From an optimization exercise on the open Yosys and OpenROAD flow, aimed at small area and a short achievable clock period; shortcuts taken in it are not production practice.
At most, simulation tests tie the RTL to the original design; equivalence was not proved.
Only the layout flow was run in runs 2 to 4; the RTL was not checked for function there.

==> flow/design.v (outline; a module is shown in full before it is edited, if it fits) <==
// module fpu_add_path: 90 lines
// module fpu_fa: 4 lines
// module fpu_mult_path: 1599 lines
// module fpu_top: 243 lines
module fpu_top
(
   input  logic        Clk_CI,
   input  logic        Rst_RBI,
   input  logic        enable,
   input  logic [31:0] operand_a,
   input  logic [31:0] operand_b,
   input  logic [1:0]  op,
   output logic [31:0] result,
   output logic        valid,
   output logic        of,
   output logic        uf,
   output logic        zero,
   output logic        ix,
   output logic        iv,
   output logic        inf
);
  // ...
==> flow/run.sh <==
#!/bin/bash
# synth_recipe.tcl (not shown) runs the flow's synth.tcl, then flattens the netlist and writes it again
# the make line also repeats each setting of config.mk as NAME=value (left out here)
make -C /OpenROAD-flow-scripts/flow DESIGN_CONFIG=/design/flow/config.mk WORK_HOME=/design/flow/orfs CLKGATE_MAP_FILE= SYNTH_SCRIPT=/design/flow/synth_recipe.tcl finish
==> flow/config.mk <==
export PLATFORM = sky130hd
export DESIGN_NAME = fpu_top
export DESIGN_NICKNAME = fpu_top
export VERILOG_FILES = /design/flow/design.v
export SDC_FILE = /design/flow/constraint.sdc
export NUM_CORES = 4
export LEC_CHECK = 0
export CAP_MARGIN = 20
export CORE_MARGIN = 2
export CORE_UTILIZATION = 50
export SLEW_MARGIN = 20
export SYNTH_HIERARCHICAL = 1
==> flow/constraint.sdc <==
create_clock -name core_clock -period 18.0 [get_ports {Clk_CI}]
set_input_delay 3.6000 -clock core_clock [delete_from_list [all_inputs] [get_ports {Clk_CI}]]
set_output_delay 3.6000 -clock core_clock [all_outputs]
set_load 0.01 [all_outputs]
==> impl_metrics.ini, run 1 <==
[place]
place_ws_ps = 8290
hpwl_um = 81300
place_area_um2 = 30100

[sta]
final.setup.worst_slack_ps = 8340
min_period_ps = 9660
setup_viol = 0
finalSetupTns_ps = 0

[clock_network]
h-tree-depth = 3
cts_made_buffers = 9
hold_buffers = 0
clockRootBuffer = clkbuf_16
cts.repair.resized = 0

[cells_and_area]
final_cell_mix = 620 x nand2_1, 492 x fa_1, 272 x inv_1
utilization_pct = 53.9
buffers = 168
n_fill_cell = 5332
instances_no_fill = 3997
seq-cell-share_pct = 7.30
clkbuf_count = 9

[synthesis]
synth.most_common_cell = nand2_1
synth_top_family_by_area = adder cells
synth_area_per_cell_um2 = 8.77
async_reset_ff_share_pct = 1.82

[drt]
avgRoutedWirePerCell_um = 27.2
drt_iter0_markers = 2339
vias = 25600
wl_met3_um = 10800
dr.pass1.iters = 6

[run_status]
status = timing/DRC/antenna clean

[worst_setup_path]
cp.buffers_inverters = 2
path_max_fanout = 44
cp-endpoint = ones2$_DFF_P_

[die]
n_tap_cell = 756
die-area_um2 = 58900

[hold_path]
min-delay-path-class = reg2reg

[global_routing]
grt_pass1_wl_um = 167000
track_usage_pct = 37.5
grt_max_degree = 45
==> module fpu_add_path, before the edit <==
module fpu_add_path
(
   input  logic [22:0] mant_big,     
   input  logic [23:0] mant_small,   
   input  logic [4:0]  shamt,        
   input  logic        sub,          
   input  logic [7:0]  exp_big,      
   output logic [25:0] t,            
   output logic        stk,          
   output logic [7:0]  e0,           
   output logic        ovf0,         
   output logic        ovf1,         
   output logic        unf0,         
   output logic        unf1          
);
   logic [26:0] small_al;
   logic [23:0] lost_mask;
   logic        lost;
   logic [26:0] addend;
   logic [27:0] sum;
   logic [4:0]  lz;
   logic [26:0] norm;
   logic [7:0]  exp_big1;
   assign small_al = {mant_small, 3'b000} >> shamt;
   always_comb
      for (int i = 0; i < 24; i++)
         lost_mask[i] = (5'(i) + 5'd3) < shamt;
   assign lost = |(mant_small & lost_mask);
   assign addend = {small_al[26:1], small_al[0] | lost};
   assign sum = {1'b0, 1'b1, mant_big, 3'b000} + ({1'b0, addend} ^ {28{sub}}) + {27'd0, sub};
   logic [31:0] lzin;
   logic [15:0] v1;
   logic [15:0] c1;
   logic [7:0]  v2;
   logic [1:0]  c2 [8];
   logic [3:0]  v3;
   logic [2:0]  c3 [4];
   logic [1:0]  v4;
   logic [3:0]  c4 [2];
   assign lzin = {sum[26:0], 5'b00000};
   always_comb
   begin
      for (int i = 0; i < 16; i++)
      begin
         v1[i] = lzin[2*i+1] | lzin[2*i];
         c1[i] = ~lzin[2*i+1];
      end
      for (int i = 0; i < 8; i++)
      begin
         v2[i] = v1[2*i+1] | v1[2*i];
         c2[i] = v1[2*i+1] ? {1'b0, c1[2*i+1]} : {1'b1, c1[2*i]};
      end
      for (int i = 0; i < 4; i++)
      begin
         v3[i] = v2[2*i+1] | v2[2*i];
         c3[i] = v2[2*i+1] ? {1'b0, c2[2*i+1]} : {1'b1, c2[2*i]};
      end
      for (int i = 0; i < 2; i++)
      begin
         v4[i] = v3[2*i+1] | v3[2*i];
         c4[i] = v3[2*i+1] ? {1'b0, c3[2*i+1]} : {1'b1, c3[2*i]};
      end
      lz = v4[1] ? {1'b0, c4[1]} : {1'b1, c4[0]};
   end
   assign norm = sum[26:0] << lz;
   assign exp_big1 = exp_big + 8'd1;
   always_comb
   begin
      if (sum[27])
      begin
         t    = sum[27:2];
         stk  = |sum[1:0];
         e0   = exp_big1;
         ovf0 = exp_big >= 8'd254;
         ovf1 = exp_big >= 8'd253;
         unf0 = 1'b0;
         unf1 = 1'b0;
      end
      else
      begin
         t    = {1'b0, norm[26:2]};
         stk  = |norm[1:0];
         e0   = exp_big - {3'd0, lz};
         ovf0 = 1'b0;
         ovf1 = (exp_big == 8'd254) && (lz == 5'd0);
         unf0 = {3'd0, lz} >= exp_big;
         unf1 = {3'd0, lz} > exp_big;
      end
   end
endmodule
==> module fpu_top, before the edit <==
module fpu_top
(
   input  logic        Clk_CI,
   input  logic        Rst_RBI,
   input  logic        enable,
   input  logic [31:0] operand_a,
   input  logic [31:0] operand_b,
   input  logic [1:0]  op,
   output logic [31:0] result,
   output logic        valid,
   output logic        of,
   output logic        uf,
   output logic        zero,
   output logic        ix,
   output logic        iv,
   output logic        inf
);
   localparam logic [1:0] SP_NONE = 2'd0;
   localparam logic [1:0] SP_ZERO = 2'd1;
   localparam logic [1:0] SP_INF  = 2'd2;
   localparam logic [1:0] SP_NAN  = 2'd3;
   logic        sa, sb, is_mul, is_sub, sbe;
   logic [7:0]  ea, eb;
   logic [22:0] fa, fb;
   logic        za, zb, maxa, maxb, nana, nanb, infa, infb;
   logic        a_big, eq_mag;
   logic [8:0]  dab, dba;
   logic [7:0]  dexp;
   logic [4:0]  shamt_d;
   logic [1:0]  sp_d;
   logic        sign_d;
   logic [9:0]  exp_d;
   logic [22:0] mb_d, ms_d;
   logic        hs_d;
   assign sa = operand_a[31];
   assign sb = operand_b[31];
   assign ea = operand_a[30:23];
   assign eb = operand_b[30:23];
   assign fa = operand_a[22:0];
   assign fb = operand_b[22:0];
   assign is_mul = op == 2'd2;
   assign is_sub = op == 2'd1;
   assign sbe    = sb ^ is_sub;
   assign za   = ea == 8'd0;
   assign zb   = eb == 8'd0;
   assign maxa = &ea;
   assign maxb = &eb;
   assign nana = maxa & (|fa);
   assign nanb = maxb & (|fb);
   assign infa = maxa & ~(|fa);
   assign infb = maxb & ~(|fb);
   assign a_big  = {ea, fa} >= {eb, fb};
   assign eq_mag = {ea, fa} == {eb, fb};
   assign dab    = {1'b0, ea} - {1'b0, eb};
   assign dba    = {1'b0, eb} - {1'b0, ea};
   assign dexp   = dab[8] ? dba[7:0] : dab[7:0];
   assign shamt_d = (|dexp[7:5]) ? 5'd31 : dexp[4:0];
   always_comb
   begin
      sp_d   = SP_NONE;
      sign_d = is_mul ? (sa ^ sb) : (a_big ? sa : sbe);
      if (nana | nanb | (is_mul ? ((infa & zb) | (za & infb)) : (infa & infb & (sa ^ sbe))))
         sp_d = SP_NAN;
      else if (infa | infb)
      begin
         sp_d = SP_INF;
         if (!is_mul)
            sign_d = infa ? sa : sbe;
      end
      else if (is_mul ? (za | zb) : ((za & zb) | ((sa ^ sbe) & eq_mag)))
      begin
         sp_d = SP_ZERO;
         if (!is_mul)
            sign_d = 1'b0;
      end
   end
   assign exp_d = is_mul ? ({2'b00, ea} + {2'b00, eb} - 10'd127) : {2'b00, (a_big ? ea : eb)};
   assign mb_d  = a_big ? fa : fb;
   assign ms_d  = a_big ? (zb ? 23'd0 : fb) : (za ? 23'd0 : fa);
   assign hs_d  = a_big ? ~zb : ~za;
   logic        v1;
   logic        mul1, sub1, sign1, hs1;
   logic [1:0]  sp1;
   logic [9:0]  exp1;
   logic [4:0]  shamt1;
   logic [22:0] mb1, ms1;
   always_ff @(posedge Clk_CI, negedge Rst_RBI)
   begin
      if (~Rst_RBI)
         v1 <= 1'b0;
      else
         v1 <= enable;
   end
   always_ff @(posedge Clk_CI)
   begin
      mul1   <= is_mul;
      sub1   <= sa ^ sbe;
      sign1  <= sign_d;
      sp1    <= sp_d;
      exp1   <= exp_d;
      shamt1 <= shamt_d;
      mb1    <= mb_d;
      ms1    <= ms_d;
      hs1    <= hs_d;
   end
   logic [47:0] prod;
   logic [25:0] add_t;
   logic        add_stk;
   logic [9:0]  add_exp;
   logic [25:0] t_d;
   logic        stk_d;
   fpu_mult_path mult_path0
   (
      .a (mb1),
      .b (ms1),
      .p (prod)
   );
   logic [7:0]  add_e0;
   logic        add_ovf0, add_ovf1, add_unf0, add_unf1;
   fpu_add_path add_path0
   (
      .mant_big   (mb1),
      .mant_small ({hs1, ms1}),
      .shamt      (shamt1),
      .sub        (sub1),
      .exp_big    (exp1[7:0]),
      .t          (add_t),
      .stk        (add_stk),
      .e0         (add_e0),
      .ovf0       (add_ovf0),
      .ovf1       (add_ovf1),
      .unf0       (add_unf0),
      .unf1       (add_unf1)
   );
   assign t_d   = mul1 ? prod[47:22] : add_t;
   assign stk_d = mul1 ? (|prod[21:0]) : add_stk;
   logic        hi;
   logic [23:0] m;
   logic        rnd_d, inx_d, ones_d, ones_mid;
   logic        rnd_h, rnd_l, inx_h, inx_l;
   assign hi       = t_d[25];
   assign m        = hi ? t_d[25:2] : t_d[24:1];
   assign rnd_h    = t_d[1] & (stk_d | t_d[0] | t_d[2]);
   assign rnd_l    = t_d[0] & (stk_d | t_d[1]);
   assign inx_h    = stk_d | t_d[0] | t_d[1];
   assign inx_l    = stk_d | t_d[0];
   assign ones_mid = &t_d[23:2];
   assign rnd_d    = hi ? rnd_h : rnd_l;
   assign inx_d    = hi ? inx_h : inx_l;
   assign ones_d   = ones_mid & (hi ? t_d[24] : t_d[1]);
   logic [9:0]  ex1;
   logic        ge253, ge254, ge255, le0, lem1, lem2;
   logic [7:0]  e0;
   logic        ovf0_d, ovf1_d, unf0_d, unf1_d;
   assign ex1    = exp1 + 10'd1;
   assign ge253  = $signed(exp1) >= $signed(10'd253);
   assign ge254  = $signed(exp1) >= $signed(10'd254);
   assign ge255  = $signed(exp1) >= $signed(10'd255);
   assign le0    = $signed(exp1) <= $signed(10'd0);
   assign lem1   = $signed(exp1) <= $signed(-10'sd1);
   assign lem2   = $signed(exp1) <= $signed(-10'sd2);
   assign e0     = mul1 ? (hi ? ex1[7:0] : exp1[7:0]) : add_e0;
   assign ovf0_d = mul1 ? (hi ? ge254 : ge255) : add_ovf0;
   assign ovf1_d = mul1 ? (hi ? ge253 : ge254) : add_ovf1;
   assign unf0_d = mul1 ? (hi ? lem1 : le0) : add_unf0;
   assign unf1_d = mul1 ? (hi ? lem2 : lem1) : add_unf1;
   logic        v2;
   logic        sign2, rnd2, inx2, ones2, ovf02, ovf12, unf02, unf12;
   logic [1:0]  sp2;
   logic [7:0]  e2;
   logic [22:0] m2;
   always_ff @(posedge Clk_CI, negedge Rst_RBI)
   begin
      if (~Rst_RBI)
         v2 <= 1'b0;
      else
         v2 <= v1;
   end
   always_ff @(posedge Clk_CI)
   begin
      sign2 <= sign1;
      sp2   <= sp1;
      e2    <= e0;
      m2    <= m[22:0];
      rnd2  <= rnd_d;
      inx2  <= inx_d;
      ones2 <= ones_d;
      ovf02 <= ovf0_d;
      ovf12 <= ovf1_d;
      unf02 <= unf0_d;
      unf12 <= unf1_d;
   end
   logic        c;
   logic [22:0] mr;
   logic [7:0]  ef;
   logic        ovf, unf;
   assign c   = rnd2 & ones2;
   assign mr  = m2 + {22'd0, rnd2};
   assign ef  = c ? e2 + 8'd1 : e2;
   assign ovf = c ? ovf12 : ovf02;
   assign unf = c ? unf12 : unf02;
   always_comb
   begin
      {of, uf, zero, ix, iv, inf} = 6'b000000;
      result = {sign2, ef, mr};
      case (sp2)
         SP_NAN:
         begin
            result = 32'h7fc00000;
            iv     = 1'b1;
         end
         SP_INF:
         begin
            result = {sign2, 8'hff, 23'd0};
            inf    = 1'b1;
         end
         SP_ZERO:
         begin
            result = {sign2, 31'd0};
            zero   = 1'b1;
         end
         default:
         begin
            ix = inx2;
            if (ovf)
            begin
               result = {sign2, 8'hff, 23'd0};
               of  = 1'b1;
               ix  = 1'b1;
               inf = 1'b1;
            end
            else if (unf)
            begin
               result = {sign2, 31'd0};
               uf   = 1'b1;
               ix   = 1'b1;
               zero = 1'b1;
            end
         end
      endcase
   end
   assign valid = v2;
endmodule
==> inputs of run 2 (changes only) <==
--- a/flow/design.v
+++ b/flow/design.v
@@ -35,23 +35,26 @@
    input  logic [23:0] mant_small,   
    input  logic [4:0]  shamt,        
    input  logic        sub,          
+   input  logic        near,         
    input  logic [7:0]  exp_big,      
    output logic [25:0] t,            
    output logic        stk,          
    output logic [7:0]  e0,           
-   output logic        ovf0,         
-   output logic        ovf1,         
-   output logic        unf0,         
-   output logic        unf1          
+   output logic        g255,         
+   output logic        g254,         
+   output logic        g253,         
+   output logic        l0,           
+   output logic        lm1,          
+   output logic        lm2           
 );
    logic [26:0] small_al;
    logic [23:0] lost_mask;
    logic        lost;
    logic [26:0] addend;
    logic [27:0] sum;
-   logic [4:0]  lz;
-   logic [26:0] norm;
-   logic [7:0]  exp_big1;
+   logic        fshift;
+   logic [25:0] t_far;
+   logic        stk_far;
    assign small_al = {mant_small, 3'b000} >> shamt;
    always_comb
       for (int i = 0; i < 24; i++)
@@ -59,6 +62,14 @@
    assign lost = |(mant_small & lost_mask);
    assign addend = {small_al[26:1], small_al[0] | lost};
    assign sum = {1'b0, 1'b1, mant_big, 3'b000} + ({1'b0, addend} ^ {28{sub}}) + {27'd0, sub};
+   assign fshift  = ~sum[27] & ~sum[26];
+   assign t_far   = fshift ? {1'b0, sum[25:1]} : sum[27:2];
+   assign stk_far = fshift ? sum[0] : (sum[1] | sum[0]);
+   logic [24:0] diff;
+   logic [4:0]  lz;
+   logic [24:0] norm;
+   logic [7:0]  e_near;
+   assign diff = {1'b1, mant_big, 1'b0} - (shamt[0] ? {1'b0, mant_small} : {mant_small, 1'b0});
    logic [31:0] lzin;
    logic [15:0] v1;
    logic [15:0] c1;
@@ -68,7 +79,7 @@
    logic [2:0]  c3 [4];
    logic [1:0]  v4;
    logic [3:0]  c4 [2];
-   assign lzin = {sum[26:0], 5'b00000};
+   assign lzin = {diff, 7'b0000000};
    always_comb
    begin
       for (int i = 0; i < 16; i++)
@@ -93,29 +104,42 @@
       end
       lz = v4[1] ? {1'b0, c4[1]} : {1'b1, c4[0]};
    end
-   assign norm = sum[26:0] << lz;
-   assign exp_big1 = exp_big + 8'd1;
+   assign norm   = diff << lz;
+   assign e_near = exp_big - {3'd0, lz};
    always_comb
    begin
-      if (sum[27])
+      g255 = 1'b0;
+      g254 = 1'b0;
+      g253 = 1'b0;
+      l0   = 1'b0;
+      lm1  = 1'b0;
+      lm2  = 1'b0;
+      if (near)
       begin
-         t    = sum[27:2];
-         stk  = |sum[1:0];
-         e0   = exp_big1;
-         ovf0 = exp_big >= 8'd254;
-         ovf1 = exp_big >= 8'd253;
-         unf0 = 1'b0;
-         unf1 = 1'b0;
+         t    = {1'b0, norm};
+         stk  = 1'b0;
+         e0   = e_near;
+         g254 = (exp_big == 8'd254) && (lz == 5'd0);
+         g253 = ((exp_big == 8'd253) && (lz == 5'd0)) || ((exp_big == 8'd254) && (lz <= 5'd1));
+         l0   = {3'd0, lz} >= exp_big;
+         lm1  = {3'd0, lz} > exp_big;
+         lm2  = {3'd0, lz} > exp_big + 8'd1;
+      end
+      else if (fshift)
+      begin
+         t    = t_far;
+         stk  = stk_far;
+         e0   = exp_big - 8'd1;
+         g253 = exp_big == 8'd254;
+         l0   = exp_big == 8'd1;
       end
       else
       begin
-         t    = {1'b0, norm[26:2]};
-         stk  = |norm[1:0];
-         e0   = exp_big - {3'd0, lz};
-         ovf0 = 1'b0;
-         ovf1 = (exp_big == 8'd254) && (lz == 5'd0);
-         unf0 = {3'd0, lz} >= exp_big;
-         unf1 = {3'd0, lz} > exp_big;
+         t    = t_far;
+         stk  = stk_far;
+         e0   = exp_big;
+         g254 = exp_big == 8'd254;
+         g253 = exp_big >= 8'd253;
       end
    end
 endmodule
@@ -1803,7 +1827,7 @@
    assign ms_d  = a_big ? (zb ? 23'd0 : fb) : (za ? 23'd0 : fa);
    assign hs_d  = a_big ? ~zb : ~za;
    logic        v1;
-   logic        mul1, sub1, sign1, hs1;
+   logic        mul1, sub1, near1, sign1, hs1;
    logic [1:0]  sp1;
    logic [9:0]  exp1;
    logic [4:0]  shamt1;
@@ -1819,6 +1843,7 @@
    begin
       mul1   <= is_mul;
       sub1   <= sa ^ sbe;
+      near1  <= (sa ^ sbe) & (dexp[7:1] == 7'd0);
       sign1  <= sign_d;
       sp1    <= sp_d;
       exp1   <= exp_d;
@@ -1840,30 +1865,31 @@
       .p (prod)
    );
    logic [7:0]  add_e0;
-   logic        add_ovf0, add_ovf1, add_unf0, add_unf1;
+   logic        add_g255, add_g254, add_g253, add_l0, add_lm1, add_lm2;
    fpu_add_path add_path0
    (
       .mant_big   (mb1),
       .mant_small ({hs1, ms1}),
       .shamt      (shamt1),
       .sub        (sub1),
+      .near       (near1),
       .exp_big    (exp1[7:0]),
       .t          (add_t),
       .stk        (add_stk),
       .e0         (add_e0),
-      .ovf0       (add_ovf0),
-      .ovf1       (add_ovf1),
-      .unf0       (add_unf0),
-      .unf1       (add_unf1)
+      .g255       (add_g255),
+      .g254       (add_g254),
+      .g253       (add_g253),
+      .l0         (add_l0),
+      .lm1        (add_lm1),
+      .lm2        (add_lm2)
    );
    assign t_d   = mul1 ? prod[47:22] : add_t;
    assign stk_d = mul1 ? (|prod[21:0]) : add_stk;
    logic        hi;
-   logic [23:0] m;
    logic        rnd_d, inx_d, ones_d, ones_mid;
    logic        rnd_h, rnd_l, inx_h, inx_l;
    assign hi       = t_d[25];
-   assign m        = hi ? t_d[25:2] : t_d[24:1];
    assign rnd_h    = t_d[1] & (stk_d | t_d[0] | t_d[2]);
    assign rnd_l    = t_d[0] & (stk_d | t_d[1]);
    assign inx_h    = stk_d | t_d[0] | t_d[1];
@@ -1872,27 +1898,21 @@
    assign rnd_d    = hi ? rnd_h : rnd_l;
    assign inx_d    = hi ? inx_h : inx_l;
    assign ones_d   = ones_mid & (hi ? t_d[24] : t_d[1]);
-   logic [9:0]  ex1;
-   logic        ge253, ge254, ge255, le0, lem1, lem2;
-   logic [7:0]  e0;
-   logic        ovf0_d, ovf1_d, unf0_d, unf1_d;
-   assign ex1    = exp1 + 10'd1;
-   assign ge253  = $signed(exp1) >= $signed(10'd253);
-   assign ge254  = $signed(exp1) >= $signed(10'd254);
-   assign ge255  = $signed(exp1) >= $signed(10'd255);
-   assign le0    = $signed(exp1) <= $signed(10'd0);
-   assign lem1   = $signed(exp1) <= $signed(-10'sd1);
-   assign lem2   = $signed(exp1) <= $signed(-10'sd2);
-   assign e0     = mul1 ? (hi ? ex1[7:0] : exp1[7:0]) : add_e0;
-   assign ovf0_d = mul1 ? (hi ? ge254 : ge255) : add_ovf0;
-   assign ovf1_d = mul1 ? (hi ? ge253 : ge254) : add_ovf1;
-   assign unf0_d = mul1 ? (hi ? lem1 : le0) : add_unf0;
-   assign unf1_d = mul1 ? (hi ? lem2 : lem1) : add_unf1;
+   logic [7:0]  ex_d;
+   logic        g255_d, g254_d, g253_d, l0_d, lm1_d, lm2_d;
+   assign ex_d   = mul1 ? exp1[7:0] : add_e0;
+   assign g255_d = mul1 ? ($signed(exp1) >= $signed(10'd255)) : add_g255;
+   assign g254_d = mul1 ? ($signed(exp1) >= $signed(10'd254)) : add_g254;
+   assign g253_d = mul1 ? ($signed(exp1) >= $signed(10'd253)) : add_g253;
+   assign l0_d   = mul1 ? ($signed(exp1) <= $signed(10'd0)) : add_l0;
+   assign lm1_d  = mul1 ? ($signed(exp1) <= $signed(-10'sd1)) : add_lm1;
+   assign lm2_d  = mul1 ? ($signed(exp1) <= $signed(-10'sd2)) : add_lm2;
    logic        v2;
-   logic        sign2, rnd2, inx2, ones2, ovf02, ovf12, unf02, unf12;
+   logic        sign2, hi2, rl2, rh2, c2, inx2;
+   logic [2:0]  nrm2, ff2;
    logic [1:0]  sp2;
-   logic [7:0]  e2;
-   logic [22:0] m2;
+   logic [7:0]  ex2;
+   logic [23:0] t2;
    always_ff @(posedge Clk_CI, negedge Rst_RBI)
    begin
       if (~Rst_RBI)
@@ -1904,64 +1924,64 @@
    begin
       sign2 <= sign1;
       sp2   <= sp1;
-      e2    <= e0;
-      m2    <= m[22:0];
-      rnd2  <= rnd_d;
+      ex2   <= ex_d;
+      hi2   <= hi;
+      t2    <= t_d[24:1];
+      rl2   <= rnd_d & ~hi;
+      rh2   <= rnd_d & hi;
+      c2    <= rnd_d & ones_d;
       inx2  <= inx_d;
-      ones2 <= ones_d;
-      ovf02 <= ovf0_d;
-      ovf12 <= ovf1_d;
-      unf02 <= unf0_d;
-      unf12 <= unf1_d;
+      nrm2  <= {3{sp1 == SP_NONE}} & ~{g253_d, g254_d, g255_d} & ~{lm2_d, lm1_d, l0_d};
+      ff2   <= {3{(sp1 == SP_NAN) | (sp1 == SP_INF)}} | ({3{sp1 == SP_NONE}} & {g253_d, g254_d, g255_d});
    end
-   logic        c;
+   logic        q;
+   logic [23:0] cy;
+   logic [23:0] inc;
    logic [22:0] mr;
    logic [7:0]  ef;
-   logic        ovf, unf;
-   assign c   = rnd2 & ones2;
-   assign mr  = m2 + {22'd0, rnd2};
-   assign ef  = c ? e2 + 8'd1 : e2;
-   assign ovf = c ? ovf12 : ovf02;
-   assign unf = c ? unf12 : unf02;
+   assign q = rh2 | (rl2 & t2[0]);
+   logic [23:0] pa [6];
    always_comb
    begin
-      {of, uf, zero, ix, iv, inf} = 6'b000000;
-      result = {sign2, ef, mr};
-      case (sp2)
-         SP_NAN:
-         begin
-            result = 32'h7fc00000;
-            iv     = 1'b1;
-         end
-         SP_INF:
-         begin
-            result = {sign2, 8'hff, 23'd0};
-            inf    = 1'b1;
-         end
-         SP_ZERO:
-         begin
-            result = {sign2, 31'd0};
-            zero   = 1'b1;
-         end
-         default:
-         begin
-            ix = inx2;
-            if (ovf)
-            begin
-               result = {sign2, 8'hff, 23'd0};
-               of  = 1'b1;
-               ix  = 1'b1;
-               inf = 1'b1;
-            end
-            else if (unf)
-            begin
-               result = {sign2, 31'd0};
-               uf   = 1'b1;
-               ix   = 1'b1;
-               zero = 1'b1;
-            end
-         end
-      endcase
+      pa[0] = {t2[22:1], q, 1'b1};
+      for (int l = 0; l < 5; l++)
+         for (int i = 0; i < 24; i++)
+            pa[l+1][i] = ((i >> l) & 1) ? pa[l][i] & pa[l][((i >> l) << l) - 1] : pa[l][i];
+      cy = {pa[5][23:1], rl2};
+   end
+   assign inc = t2 ^ cy;
+   assign mr  = hi2 ? inc[23:1] : inc[22:0];
+   logic [7:0] ea1;
+   logic [6:0] ea2;
+   logic [7:0] pe1 [4];
+   logic [6:0] pe2 [4];
+   always_comb
+   begin
+      pe1[0] = {ex2[6:0], 1'b1};
+      pe2[0] = {ex2[6:1], 1'b1};
+      for (int l = 0; l < 3; l++)
+      begin
+         for (int i = 0; i < 8; i++)
+            pe1[l+1][i] = ((i >> l) & 1) ? pe1[l][i] & pe1[l][((i >> l) << l) - 1] : pe1[l][i];
+         for (int i = 0; i < 7; i++)
+            pe2[l+1][i] = ((i >> l) & 1) ? pe2[l][i] & pe2[l][((i >> l) << l) - 1] : pe2[l][i];
+      end
+      ea1 = ex2 ^ pe1[3];
+      ea2 = ex2[7:1] ^ pe2[3];
    end
+   assign ef = (hi2 & c2) ? {ea2, ex2[0]} : (hi2 | c2) ? ea1 : ex2;
+   logic nrm, ff, none2;
+   assign nrm   = (hi2 & c2) ? nrm2[2] : (hi2 | c2) ? nrm2[1] : nrm2[0];
+   assign ff    = (hi2 & c2) ? ff2[2] : (hi2 | c2) ? ff2[1] : ff2[0];
+   assign none2 = sp2 == SP_NONE;
+   assign result = {sign2 & (sp2 != SP_NAN),
+                    {8{ff}} | ({8{nrm}} & ef),
+                    (sp2 == SP_NAN), {22{nrm}} & mr[21:0]} | {9'd0, nrm & mr[22], 22'd0};
+   assign iv     = sp2 == SP_NAN;
+   assign inf    = ff & (sp2 != SP_NAN);
+   assign of     = ff & none2;
+   assign uf     = none2 & ~nrm & ~ff;
+   assign zero   = (sp2 == SP_ZERO) | uf;
+   assign ix     = none2 & (inx2 | ~nrm);
    assign valid = v2;
 endmodule
==> flow/flow/run.sh (new file) <==
#!/bin/bash
# The standard layout (standard.sh), with timing repair aiming past the clock
# period: repair_timing's setup margin is raised so that the resizer also works on
# paths that already meet the design's period. The constraints are not changed.
set -o pipefail
export SETUP_SLACK_MARGIN=11
bash standard.sh > standard.log 2>&1
==> flow/standard.sh (new file) <==
#!/bin/bash
# synth_recipe.tcl (not shown) runs the flow's synth.tcl, then flattens the netlist and writes it again
# the make line also repeats each setting of config.mk as NAME=value (left out here)
make -C /OpenROAD-flow-scripts/flow DESIGN_CONFIG=/design/flow/config.mk WORK_HOME=/design/flow/orfs CLKGATE_MAP_FILE= SYNTH_SCRIPT=/design/flow/synth_recipe.tcl "${@:-finish}"
removed: flow/run.sh
==> run 2 against run 1 <==
Compared with the run above: register-to-register slack better by 2600 ps; setup slack better by 2600 ps; synthesized cell count is 8.2% higher; cell count is 10% higher; clock skew is 3.2 ps higher; utilization is 5.0 points higher; design area is 14% higher; first-iteration DRC count is 38% higher; critical endpoint is now c2$_DFF_P_; largest cell class unchanged.
==> impl_metrics.ini, run 2 <==
[worst_setup_path]
path_class = reg2reg
crit_path_frequent_cell = fa_1
cp_slowest_cell = fa_1
path_max_fanout = 8
startpoint_type = flop
crit_path_cell_trace = buf_12 -> clkinvlp_4 -> buf_4 -> nor2_1 -> ha_1 -> inv_1 -> fa_1 -> fa_1 -> fa_1 -> fa_2 -> fa_1 -> inv_1 -> ha_1 -> a21oi_1 -> o21ai_1 -> a221oi_4 -> o211a_1 -> a21oi_2 -> or3_4 -> a211o_1 -> mux2_2 -> a211oi_2 -> nor2_1 -> nor4bb_2
worstSetupEndpointType = flop
cp.arrival_ps = 7430
reg2reg_depth = 24
slowest_delay_ps = 520
required_ps = 18380

[synthesis]
synth-warning-count = 14
netlist_top_cells_area = fa_1 33%, nand2_1 8.2%, ha_1 8.1%
yosysSeqAreaShare_pct = 7.82
synth_edf_count = 0
syn_area_um2 = 29800
syn_nets = 4266
synth.most_common_cell = nand2_1
synth_top_area_share_pct = 33.0
ys_ff_latch = 116
synth_ff_type = dfxtp_1
synth_top_cell_by_area = fa_1
postSynthCellCount = 3512
ys_top_cells_by_count = 649 x nand2_1, 492 x fa_1, 277 x inv_1, 222 x nor2_1, 193 x ha_1
async_reset_ff_share_pct = 1.72
synth_area_per_cell_um2 = 8.49
synth.distinct_cells = 113

[die]
die_h_um = 248
die_w_um = 248
die-area_um2 = 61600
core_um2 = 59000
initial_utilization_pct = 50.5
rows = 89
ios = 108

[drt]
routed_wl_um = 121000
vias = 28400
ant_nets = 0
drcViolationCount = 0
avgViaCountPerCell = 6.45
dr.pass1.iters = 6
drt_iter0_markers = 3221
avgRoutedWirePerCell_um = 27.5

[place]
gp_congestion = 0.990
io_buffers = 107
hpwl_um = 83100

[clock_network]
cts_made_buffers = 17
clock-sinks = 116
clockRootBuffer = clkbuf_16
clk_path_buf_depth = 2
clkLatencyLatePin_ps = 470
h-tree-depth = 4
path_clk_slew_ps = 60
cts_tree = done

[cells_and_area]
largest_reg_flops = 24
final_cell_mix = 647 x nand2_1, 464 x fa_1, 261 x inv_1
top_register = t2
utilization_pct = 58.9
area_growth_pct = 16.6
finalNetCount = 4373
final_common_cell = nand2_1
top_regs = t2 (24), mb1 (23), ms1 (23)
drive_gt1_share_pct = 13.4

[global_routing]
antenna_found_initial = 2
grt_pass1_vias = 28000
grt_pass1_wl_um = 171000
track_usage_pct = 37.3
grt_max_degree = 71
grt_overflow = 0

[sta]
fin_skew_ps = 12.2
slew_headroom_pct = 35.8
period_share_pct = 39.2
final-hold-violation-count = 0
whs_ps = 332
max_freq_ghz = 0.142
slew_viol_final = 0
finalSetupTns_ps = 0
min_period_ps = 7050
setup_viol = 0
tightest_slew_ps = 960
rsz0062_at_grt = yes

[hold_path]
worstHoldPathCells = 0
min-delay-path-class = reg2reg

[run_status]
status = timing/DRC/antenna clean

[job]
drv_cap = 0
run 2: changes by cell type in the layout (fill, tap and decap cells not counted), moves of 24 or more:
cell       before  now
fa_2            0   28
mux2_2         17   79
fa_1          492  464
buf_12          0   40
o21ai_1        27    3
dfxtp_4         0   27
nand3_1        43   76
nand2_1       620  647
dfxtp_1       102   77
o21ai_0        81  147
buf_4          59   98
clkbuf_16       9   40
mux4_2         28    4
run 2: cell type report:
class	instances	area, um2
clock inverter	13	206
multi-input combinational	2912	26000
antenna	1	2.50
fill	5229	24200
clock buffer	19	433
sequential	116	2450
timing repair buffer	290	3600
tap	773	967
inverter	282	1120
run 2: through the flow:
step | setup WS [ps] | area, um2 | std cells
after CTS | 10880 | 32800 | 4296
after global placement | 10230 | 31500 | 4248
after detailed placement | 10130 | 31500 | 4248
final | 10950 | 34800 | 4406
after global routing | 10740 | 34800 | 4405
after floorplan | 11130 | 29800 | 3512
run 2: Yosys stat by module (local to each module, per instance):
module,area (um2),copies in the design,flops+latches,cells inside
fpu_add_path,7690,1,0,1123
fpu_fa,20.0,483,0,1
fpu_mult_path,5270,1,0,1073
fpu_top,7200,1,116,833
run 2: cells by family (layout without fill, tap and decap cells):
family	count (synthesis)	after routing	share of synthesized area, %
fa+ha+maj	688	688	41.2
flops	116	116	7.82
mux	208	208	7.61
compound gates	641	641	14.2
simple gates	1226	1229	18.4
other cells	1	2	0.0126
xor+xnor	145	145	4.28
buf+inv	487	604	6.47
run 2: what timing repair did:
| action | CTS | global route |
|---|---|---|
| endpoints found under the setup margin | 60 | 82 |
| cloned | 8 | 24 |
| hold buffers | 0 | 0 |
| buffers inserted | 8 | 85 |
| resized for setup | 102 | 196 |
| pin swaps | 5 | 23 |
run 2: path summary, 6_finish.rpt:
| check | endpoint | slack (ps) | startpoint |
|---|---|---|---|
| setup reg to reg | c2$_DFF_P_ | 10950 | mb1[16]$_DFF_P_ |
| hold / removal | sign2$_DFF_P_ | 330 | sign1$_DFF_P_ |
| max in group asynchronous | v2$_DFF_PN0_ | 14590 | Rst_RBI |
| setup / recovery | c2$_DFF_P_ | 10950 | mb1[16]$_DFF_P_ |
| hold reg to reg | sign2$_DFF_P_ | 330 | sign1$_DFF_P_ |
| min in group asynchronous | v1$_DFF_PN0_ | 3290 | Rst_RBI |
run 2: metal layers:
layer  vias to the layer above  part of all wire, %  track usage [%]
met5                         -                0.021                0
met4                         4                  6.8             19.1
met1                     13900                   39             49.0
li1                      12100                    -                -
met3                       473                   13             9.49
met2                      1890                   42             57.0
run 2: critical path, delay by kind of cell, from the launching register on:
kind | cells | cell delay [ps]
buf+inv | 5 | 790
flops | 1 | 360
fa+ha+maj | 7 | 2950
mux | 1 | 310
compound gates | 7 | 1670
simple gates | 4 | 850
==> inputs of run 3 (changes only) <==
==> flow/flow/run.sh (replaced) <==
#!/bin/bash
# The standard layout (standard.sh), with timing repair aiming past the clock
# period: repair_timing's setup margin is raised so that the resizer also works on
# paths that already meet the design's period. The constraints are not changed.
set -o pipefail
export SETUP_SLACK_MARGIN=9.5
bash standard.sh > standard.log 2>&1
==> run 3 against run 2 <==
Compared with the run above: critical path depth did not move; critical path type unchanged; setup slack got worse by 1100 ps; still clean; utilization fell by 4.5 points; count of clock-buffer cells in the layout did not move; highest routed layer unchanged.
==> impl_metrics.ini, run 3 <==
[sta]
slew_headroom_pct = 27.6
period_share_pct = 45.1
slew_viol_final = 0
final-hold-violation-count = 0
min_period_ps = 8120
max_freq_ghz = 0.123
fin_skew_ps = 15.3
tightest_slew_ps = 1090
setup_viol = 0
rsz0062_at_grt = no
finalSetupTns_ps = 0

[clock_network]
cts.repair.resized = 0
cts_made_buffers = 17
clkLatencyLatePin_ps = 470
clock-sinks = 116
path_clk_slew_ps = 60
clockRootBuffer = clkbuf_16
cts_setup_buffers = 0
h-tree-depth = 4
clk_path_buf_depth = 2
hold_buffers = 0
cts_tree = done

[drt]
drt_iter0_markers = 2606
routed_wl_um = 110000
avgRoutedWirePerCell_um = 25.8
avgViaCountPerCell = 6.32
dr.pass1.iters = 8
ant_nets = 0
drcViolationCount = 0
vias = 27100

[cells_and_area]
fin_area_um2 = 32100
final_cell_mix = 649 x nand2_1, 492 x fa_1, 277 x inv_1
top_register = t2
top_regs = t2 (24), mb1 (23), ms1 (23)
final_common_cell = nand2_1
finalNetCount = 4248
area_growth_pct = 7.73
drive_gt1_share_pct = 6.93
largest_reg_flops = 24
n_fill_cell = 5511

[worst_setup_path]
required_ps = 18370
startpoint_type = flop
cp.arrival_ps = 8490
worstSetupEndpointType = flop
reg2reg_depth = 24
path_class = reg2reg
path_max_fanout = 22

[global_routing]
busiest_layer = met2
grt_max_degree = 71
use_met3_pct = 8.31
grt_pass1_vias = 27700
globalRouteMet1Util_pct = 47.9
track_usage_pct = 36.5
grt_overflow = 0
grt_pass1_wl_um = 168000
antenna_found_initial = 1
grtUsageMet2_pct = 56.4

[synthesis]
ys_ff_latch = 116
synth_top_area_share_pct = 33.0
synth_top_cell_by_area = fa_1
syn_area_um2 = 29800
async_reset_ff_share_pct = 1.72
synth_area_per_cell_um2 = 8.49
ys_top_cells_by_count = 649 x nand2_1, 492 x fa_1, 277 x inv_1, 222 x nor2_1, 193 x ha_1
synth_edf_count = 0
synth-warning-count = 14
synth_ff_type = dfxtp_1
yosysSeqAreaShare_pct = 7.82
netlist_top_cells_area = fa_1 33%, nand2_1 8.2%, ha_1 8.1%
synth.most_common_cell = nand2_1
syn_nets = 4266
postSynthCellCount = 3512
synth.distinct_cells = 113

[hold_path]
min-delay-path-class = reg2reg
worstHoldPathCells = 0

[place]
gp_congestion = 0.990
hpwl_um = 83100
io_buffers = 107
place_area_um2 = 31500

[die]
rows = 89
initial_utilization_pct = 50.5
core_um2 = 59000
ios = 108
die_w_um = 248
die-area_um2 = 61600
die_h_um = 248

[run_status]
status = timing/DRC/antenna clean

[job]
drv_cap = 0
## run 3: metrics by stage
stage          util, %  cells  setup WS (ps)  hold slack [ps]
2_1_floorplan        -   3512          11130              310
3_3_place_gp      53.4   4248          10230              314
3_5_place_dp      53.4   4248          10130              313
4_1_cts           54.4   4280          10130              332
5_1_grt           54.4   4280           9610              359
6_report          54.5   4281           9880              332
## run 3: cells by family after synthesis
group                      count (synthesis)  synth area share (%)
muxes                                    208                  7.61
and+or+nand+nor                         1226                  18.4
other                                      1                0.0126
adders and majority gates                688                  41.2
AOI/OAI and AO/OA                        641                  14.2
buffers and inverters                    487                  6.47
xor gates and xnor gates                 145                  4.28
DFF                                      116                  7.82
## run 3: cell type report
cell class	count	area, um2	share of cell area (%)
multi-input combinational	2909	25600	79.6
antenna	1	2.50	0.00779
timing repair buffer	168	1530	4.76
tap	773	967	3.01
clock inverter	13	206	0.642
inverter	282	1060	3.29
clock buffer	19	433	1.35
sequential	116	2350	7.31
## run 3: metal layers
layer | up-vias | wire [um]
met5 | - | 80
met4 | 2 | 6490
met3 | 300 | 11200
met2 | 1562 | 48500
met1 | 13300 | 44200
li1 | 11800 | -
## run 3: critical path: stages, from the launching register on
cell      delay (ps)
dfxtp_1          320
buf_4            440
inv_1            230
nor2_1           250
ha_1             200
inv_1             60
fa_1             470
fa_1             530
fa_1             450
fa_1             400
fa_1             480
fa_1             510
inv_1             60
ha_1             300
inv_1            170
o21bai_1         120
a221oi_1         910
o211a_1          380
a21oi_1          150
or3_4            410
a211o_1          300
mux2_2           310
a211oi_1         240
nor2_1            80
nor4bb_1         250
## run 3: per-module statistics from Yosys (local to each module, per instance)
module	cell area, um2	flip-flops and latches	cells inside
fpu_add_path	7690	0	1123
fpu_top	7200	116	833
fpu_mult_path	5270	0	1073
fpu_fa	20.0	0	1
## run 3: path summary, 6_finish.rpt
path | start | end | slack (ps)
setup / recovery | mb1[7]$_DFF_P_ | c2$_DFF_P_ | 9880
hold reg to reg | sign1$_DFF_P_ | sign2$_DFF_P_ | 330
setup reg to reg | mb1[7]$_DFF_P_ | c2$_DFF_P_ | 9880
hold / removal | sign1$_DFF_P_ | sign2$_DFF_P_ | 330
max in group asynchronous | Rst_RBI | v2$_DFF_PN0_ | 14590
min in group asynchronous | Rst_RBI | v1$_DFF_PN0_ | 3290
==> inputs of run 4 (changes only) <==
==> flow/flow/run.sh (replaced) <==
#!/bin/bash
# The standard layout (standard.sh), with timing repair aiming past the clock
# period: repair_timing's setup margin is raised so that the resizer also works on
# paths that already meet the design's period. The constraints are not changed.
set -o pipefail
export SETUP_SLACK_MARGIN=13
bash standard.sh > standard.log 2>&1
==> run 4 against run 3 <==
Compared with the run above: still clean on timing, DRC and antenna; design area rose by 26%; cell count rose by 9.1%; die area did not move; hold slack improved by 38 ps; highest routed layer unchanged.
==> impl_metrics.ini, run 4 <==
[global_routing]
grtUsageMet2_pct = 66.1
track_usage_pct = 43.3
grt_pass1_vias = 31200
antenna_found_initial = 8
grt_max_degree = 50
grt_overflow = 0
grt_pass1_wl_um = 196000
globalRouteMet1Util_pct = 53.7
busiest_layer = met2
use_met3_pct = 14.8

[cells_and_area]
final_cell_mix = 630 x nand2_1, 409 x fa_1, 271 x buf_4
top_register = t2
area_growth_pct = 35.2
drive_gt1_share_pct = 32.2
n_fill_cell = 4564
fin_area_um2 = 40300
largest_reg_flops = 24
finalNetCount = 4637
top_regs = t2 (24), mb1 (23), ms1 (23)
final_common_cell = nand2_1

[drt]
dr.pass1.iters = 6
avgViaCountPerCell = 6.62
avgRoutedWirePerCell_um = 29.4
ant_nets = 0
drcViolationCount = 0
vias = 30900
drt_iter0_markers = 3342
routed_wl_um = 137000

[synthesis]
synth_ff_type = dfxtp_1
syn_nets = 4266
synth.most_common_cell = nand2_1
synth-warning-count = 14
netlist_top_cells_area = fa_1 33%, nand2_1 8.2%, ha_1 8.1%
synth_top_area_share_pct = 33.0
postSynthCellCount = 3512
ys_ff_latch = 116
syn_area_um2 = 29800
synth_top_cell_by_area = fa_1
ys_top_cells_by_count = 649 x nand2_1, 492 x fa_1, 277 x inv_1, 222 x nor2_1, 193 x ha_1
synth_area_per_cell_um2 = 8.49
yosysSeqAreaShare_pct = 7.82
synth.distinct_cells = 113
async_reset_ff_share_pct = 1.72
synth_edf_count = 0

[worst_setup_path]
path_class = reg2reg
path_max_fanout = 8
crit_path_frequent_cell = fa_1
worstSetupEndpointType = flop
required_ps = 18370
startpoint_type = flop
slowest_delay_ps = 560
crit_path_cell_trace = buf_12 -> clkinvlp_4 -> buf_4 -> fa_1 -> fa_1 -> fa_1 -> fa_2 -> fa_1 -> fa_1 -> inv_1 -> ha_2 -> a21oi_2 -> o21bai_2 -> a31o_1 -> a221o_1 -> o21a_1 -> or3_4 -> a211o_1 -> mux2_4 -> a211oi_4 -> nor2_2 -> nor4bb_2
cp_slowest_cell = fa_1
cp.buffers_inverters = 4
cp.arrival_ps = 7280
cp_top_family = adder cells

[sta]
slew_viol_final = 0
tightest_slew_ps = 939
final.setup.worst_slack_ps = 11090
finalSetupTns_ps = 0
rsz0062_at_grt = yes
min_period_ps = 6910
final-hold-violation-count = 0
slew_headroom_pct = 37.3
fin_skew_ps = 21.2
period_share_pct = 38.4
max_freq_ghz = 0.145
setup_viol = 0

[die]
die_w_um = 248
die_h_um = 248
initial_utilization_pct = 50.5
core_um2 = 59000
rows = 89
die-area_um2 = 61600
ios = 108

[place]
place_area_um2 = 32400
hpwl_um = 83200
gp_congestion = 1.01
io_buffers = 107
place_ws_ps = 10350

[clock_network]
clk_path_buf_depth = 2
cts_tree = done
clockRootBuffer = clkbuf_16
clkLatencyLatePin_ps = 480
path_clk_slew_ps = 70
h-tree-depth = 4
clock-sinks = 116
cts_made_buffers = 17

[hold_path]
min-delay-path-class = reg2reg

[job]
drv_cap = 0

[run_status]
status = timing/DRC/antenna clean
==> run 4: cell count changes in the layout (fill, tap and decap cells not counted), sizes merged, moves of 2 or more <==
cell,change
bufinv,-3
bufbuf,+10
buf,+442
inv,-19
clkdlybuf4s15,+2
and2,+3
clkinvlp,+20
clkbuf,+11
clkdlybuf4s50,-81
==> run 4: logic make-up after synthesis <==
family / count (synthesis) / synth area share (%)
and+or+nand+nor: 1226 / 18.4
adders and majority gates: 688 / 41.2
AOI/OAI and AO/OA: 641 / 14.2
buffers and inverters: 487 / 6.47
muxes: 208 / 7.61
xor gates and xnor gates: 145 / 4.28
DFF: 116 / 7.82
other: 1 / 0.0126
==> run 4: area by class of cell <==
| class | count | area [um2] | share of cell area, % |
|---|---|---|---|
| well taps | 773 | 967 | 2.40 |
| clock buffers | 21 | 470 | 1.17 |
| flip-flops and latches | 116 | 2490 | 6.18 |
| repair buffers | 552 | 6300 | 15.6 |
| clock inverters | 11 | 128 | 0.316 |
| multi-input cells | 2913 | 28800 | 71.3 |
| repair inverters | 1 | 7.51 | 0.0186 |
| inverters | 282 | 1190 | 2.96 |
| diodes | 2 | 5.00 | 0.0124 |
==> run 4: through the flow <==
step	cells	utilization [%]	hold slack (ps)
after floorplan	3512	-	310
after global placement	4224	54.9	333
after detailed placement	4224	54.9	354
after CTS	4578	64.9	368
after global routing	4670	68.3	368
final	4671	68.3	370
==> run 4: worst paths after layout <==
| path | from | endpoint | slack [ps] | cells past startpoint |
|---|---|---|---|---|
| worst max-delay path | mb1[9]$_DFF_P_ | c2$_DFF_P_ | 11090 | 22 |
| worst min-delay path | v1$_DFF_PN0_ | v2$_DFF_PN0_ | 370 | 0 |
| worst max register to register | mb1[9]$_DFF_P_ | c2$_DFF_P_ | 11090 | 22 |
| max in group asynchronous | Rst_RBI | v1$_DFF_PN0_ | 14580 | 1 |
| min in group asynchronous | Rst_RBI | v2$_DFF_PN0_ | 3300 | 1 |
| worst min register to register | v1$_DFF_PN0_ | v2$_DFF_PN0_ | 370 | 0 |
==> run 4: Yosys stat by module (local to each module, per instance) <==
module,cells inside,flip-flops and latches,area [um2]
fpu_add_path,1123,0,7690
fpu_top,833,116,7200
fpu_mult_path,1073,0,5270
fpu_fa,1,0,20.0
==> run 4: layer usage <==
layer | vias up | wire [um]
met1 | 15200 | 49900
met2 | 2344 | 58300
met3 | 726 | 18200
li1 | 12700 | -
met5 | - | 87
met4 | 10 | 10800
==> run 4: repair_timing <==
item | CTS | global route
hold buffers | 0 | 0
gates resized for setup | 801 | 311
endpoints found under the setup margin | 145 | 144
setup buffers | 287 | 90
pin swaps | 162 | 151
gates cloned | 35 | 1

## afterwards: timing with drivers on the ports
In the flow no input, the clock included, has a driving cell. The finished layouts below were timed again as built, in two steps.
Step 1 (the two cells are an assumption about what drives the block):
set clk [get_ports {Clk_CI}]
set_driving_cell -lib_cell sky130_fd_sc_hd__clkbuf_16 $clk
set_driving_cell -lib_cell sky130_fd_sc_hd__buf_2 [delete_from_list [all_inputs] $clk]
Step 2 also shifts input and output timing later by t, the mid clock arrival at the registers, as if the neighbouring blocks saw the same clock.
a / b / c = ideal / step 1 / step 2; a / b = the first two.
run	t, ns	slack for setup (ns)	worst setup path at the end	latest minus earliest clock arrival (ns)
run 1	0.456	8.345 / 8.345 / 8.345	register to register	0.009 / 0.009
run 2	0.524	10.951 / 10.951 / 10.648	input to register	0.013 / 0.012
run 3	0.522	9.883 / 9.883 / 9.883	register to register	0.015 / 0.015
run 4	0.524	11.093 / 11.093 / 11.093	register to register	0.021 / 0.021
After both steps setup and hold are still met in every run listed. For run 2, which loses most, drivers alone change the setup slack by 0.000 ns; drivers and shift together by -0.303 ns.
